From an optimization exercise on the open Yosys and OpenROAD flow, aimed at small area, a short achievable clock period and few clock cycles per item; shortcuts taken in it are not production practice.
The RTL was checked by simulation tests, not by an equivalence proof against the original design.
Power figures rest on the tool's default switching activity, not on a simulated workload.

Setup of v28:
Design alu_top, start of the top module:
module alu_top
(
    input  logic        clock,
    input  logic        reset_n,
    input  logic [4:0]  op,
    input  logic [1:0]  size,
    input  logic        div_signed,
    input  logic [31:0] operand1,
    input  logic [31:0] operand2,
    output logic [31:0] result,
    output logic [4:0]  ccr,
    output logic        div_trap,
    output logic        div_ready
);
Size: ~2200 cells after synthesis, roughly 96 flip-flops, about 110 I/O pins, about 14000 um^2 of cells after synthesis.
==> flow/config.mk <==
export PLATFORM = sky130hd
export DESIGN_NAME = alu_top
export DESIGN_NICKNAME = alu_top
export VERILOG_FILES = /design/flow/design.v
export SDC_FILE = /design/flow/constraint.sdc
export NUM_CORES = 4
export LEC_CHECK = 0
export ABC_AREA = 1
export CAP_MARGIN = 20
export CORE_MARGIN = 2
export CORE_UTILIZATION = 60
export SETUP_SLACK_MARGIN = 1.5
export SLEW_MARGIN = 20
==> flow/constraint.sdc <==
create_clock -name core_clock -period 6.0 [get_ports {clock}]
set_input_delay 1.2000 -clock core_clock [delete_from_list [all_inputs] [get_ports {clock}]]
set_output_delay 1.2000 -clock core_clock [all_outputs]
set_load 0.01 [all_outputs]
standard.sh (not shown) runs the stock make flow with config.mk's settings and CLKGATE_MAP_FILE= SYNTH_SCRIPT=/design/flow/synth_recipe.tcl, a recipe that flattens the netlist after the stock synthesis.
==> flow/flow/run.sh <==
#!/bin/bash
# Standard layout, with the port buffers made from sky130_fd_sc_hd__buf_2
# cells instead of the delay cells buffer_ports picks by default
set -e
export BUFFER_PORTS_ARGS="-buffer_cell sky130_fd_sc_hd__buf_2"
bash standard.sh > standard.log 2>&1
Having completed the whole flow, v28 delivered a layout that passed the timing, DRC and antenna checks.
Testbench counts of v28, summed over its fixed seeds: cycles 22,090, ops 19,200.
Inputs modified between v28 and v7:
Settings: SETUP_SLACK_MARGIN now 2.0, was 1.5; CORE_UTILIZATION now 40, was 60.
==> flow/run.sh (new file) <==
#!/bin/bash
# synth_recipe.tcl (not shown) runs the flow's synth.tcl, then flattens the netlist and writes it again
# the make line also repeats each setting of config.mk as NAME=value (left out here)
make -C /OpenROAD-flow-scripts/flow DESIGN_CONFIG=/design/flow/config.mk WORK_HOME=/design/flow/orfs CLKGATE_MAP_FILE= SYNTH_SCRIPT=/design/flow/synth_recipe.tcl finish
removed: flow/flow/run.sh
removed: flow/standard.sh
==> comparison <==
Looking at routed wire length across both flows, v7 is the weaker of the two, with v28 ahead.
For the worst setup slack, v7 came in 0.26 ns higher than v28 did.
Summary: with v28 as the reference, cell count along the critical path in v7 moved down by more than 10%.
Modified inputs, v58 compared to v7
Settings: CORE_UTILIZATION changed from 40 to 60; SETUP_SLACK_MARGIN changed from 2.0 to 1.5.
==> flow/flow/run.sh (new file) <==
#!/bin/bash
# Standard layout, with the port buffers made from sky130_fd_sc_hd__buf_1
# cells instead of the delay cells buffer_ports picks by default
set -e
export BUFFER_PORTS_ARGS="-buffer_cell sky130_fd_sc_hd__buf_1"
bash standard.sh > standard.log 2>&1
==> flow/standard.sh (new file) <==
#!/bin/bash
# synth_recipe.tcl (not shown) runs the flow's synth.tcl, then flattens the netlist and writes it again
# the make line also repeats each setting of config.mk as NAME=value (left out here)
make -C /OpenROAD-flow-scripts/flow DESIGN_CONFIG=/design/flow/config.mk WORK_HOME=/design/flow/orfs CLKGATE_MAP_FILE= SYNTH_SCRIPT=/design/flow/synth_recipe.tcl "${@:-finish}"
removed: flow/run.sh
### Flow results
Register-to-register setup slack on v58 is down relative to v7. Logic depth of the worst path, buffers included: v58 vs v7 up 8.3%. On via count of the first global-routing pass, the lower figure sits with v58, not v7. Looking at number of gates resized after cts across v7 and v58, the one that comes out lower is v58. The switching fraction of total power in v58 was higher than what v7 gave. When v58 is measured against v7, its cell area turns out about 18% lower. Re fraction of the mapped netlist area in compound gates: no difference whatsoever between v7 and v58. Between v7 and v58, the flow reports total wire length decreasing by more than 10%. Diff v7 and v58: placement-stage cell area higher in v7. v58 vs. v7: part of the power in the clock network rose 3.2 points, proportion of power drawn by combinational gates decreased 7.9 points.
Input-level comparison between v40 and v58:
Settings: SETUP_SLACK_MARGIN removed (was 1.5); CORE_UTILIZATION changed from 60 to 40; ABC_AREA removed (was 1).
==> flow/run.sh (new file) <==
#!/bin/bash
# synth_recipe.tcl (not shown) runs the flow's synth.tcl, then flattens the netlist and writes it again
# the make line also repeats each setting of config.mk as NAME=value (left out here)
make -C /OpenROAD-flow-scripts/flow DESIGN_CONFIG=/design/flow/config.mk WORK_HOME=/design/flow/orfs CLKGATE_MAP_FILE= SYNTH_SCRIPT=/design/flow/synth_recipe.tcl finish
removed: flow/flow/run.sh
removed: flow/standard.sh
Going from v58 to v40, the met3 demand-to-capacity share in global routing was found to have gone down by 2.8 points. [compare] base=v58 new=v40: sequential portion of the cell area went up 0.33 points, power dissipated in the clock network went up about 1%, final cell count went down 19%. NOTE: final critical-path setup slack in v40 falls short of that of v58. Against v58, v40 reports a post-DP HPWL that is lower. Summary of v40 over v58: net count after synthesis decreased by about 25% relative to the old numbers; headroom to the max-slew limit decreased by 1.2 points relative to the old numbers; share of total power in combinational logic decreased by 1.7 points relative to the old numbers. v40 ended up with u_div.rem_q[0]$_DFFE_PP_ as its critical path capture point; v58 ended up with z_q$_DFFE_PN0P_. Hold slack, v58 and v40: larger value in v40. v58 has lower largest fanout on the critical path than v40.
### v40 -> v12
Settings: ABC_AREA now 1, previously not set.
## What came out
- Summary — final critical-path share of the clock period, v12 relative to v40: lower, by 3.8 points.
- Relative to v40, arrival time of data at the critical path endpoint decreased by 0.03 ns in v12.
- Delta (v12 minus v40): post-layout instance count excluding filler cells increased by 31% relative to the old numbers; power consumption now sits higher; inverter count picked up an extra 208.
--- input diff v12..v44 ---
Settings: putting SETUP_SLACK_MARGIN at 1.5 where nothing was set.
## What came out
- Looking at v12 and v44, the count of clock-buffer cells in the layout is a wash.
- [compare] base=v12 new=v44: share of total power in the clock network down 0.8 points, worst setup slack up 1.01 ns.

==> afterwards: timing with drivers on the ports <==
Ports are ideal in the flow. The routed layouts listed here were re-timed in OpenROAD.
Step 1 assumes that a clkbuf_16 drives the clock port and a buf_2 every other input.
Step 2, shift: input delay + t, output delay - t, t = (earliest + latest rising clock arrival at the registers) / 2. This alone moves slack from input paths to output paths.
a / b / c = ideal / step 1 / step 2; a / b = the first two.
run | t (ns) | setup WS [ns] | worst hold slack (ns) | worst setup path at the end | pins driven straight from the clock port
v28 | 0.393 | 1.630 / 1.654 / 1.261 | 0.474 / 0.474 / 0.474 | input to register | 1
v7 | 0.396 | 1.890 / 1.890 / 1.552 | 0.471 / 0.471 / 0.471 | input to register | 1
v58 | 0.397 | 1.544 / 1.566 / 1.169 | 0.470 / 0.470 / 0.470 | input to register | 1
v40 | 0.398 | 0.366 / 0.366 / -0.002 | 0.493 / 0.493 / 0.493 | input to register | 1
v12 | 0.403 | 0.591 / 0.615 / 0.212 | 0.474 / 0.474 / 0.474 | input to register | 1
v44 | 0.403 | 1.600 / 1.621 / 1.218 | 0.474 / 0.474 / 0.474 | input to register | 1
With both steps, setup timing fails in v40, where it was met with ideal ports. For v44, which loses most, drivers alone change the setup slack by +0.021 ns; drivers and shift together by -0.382 ns.
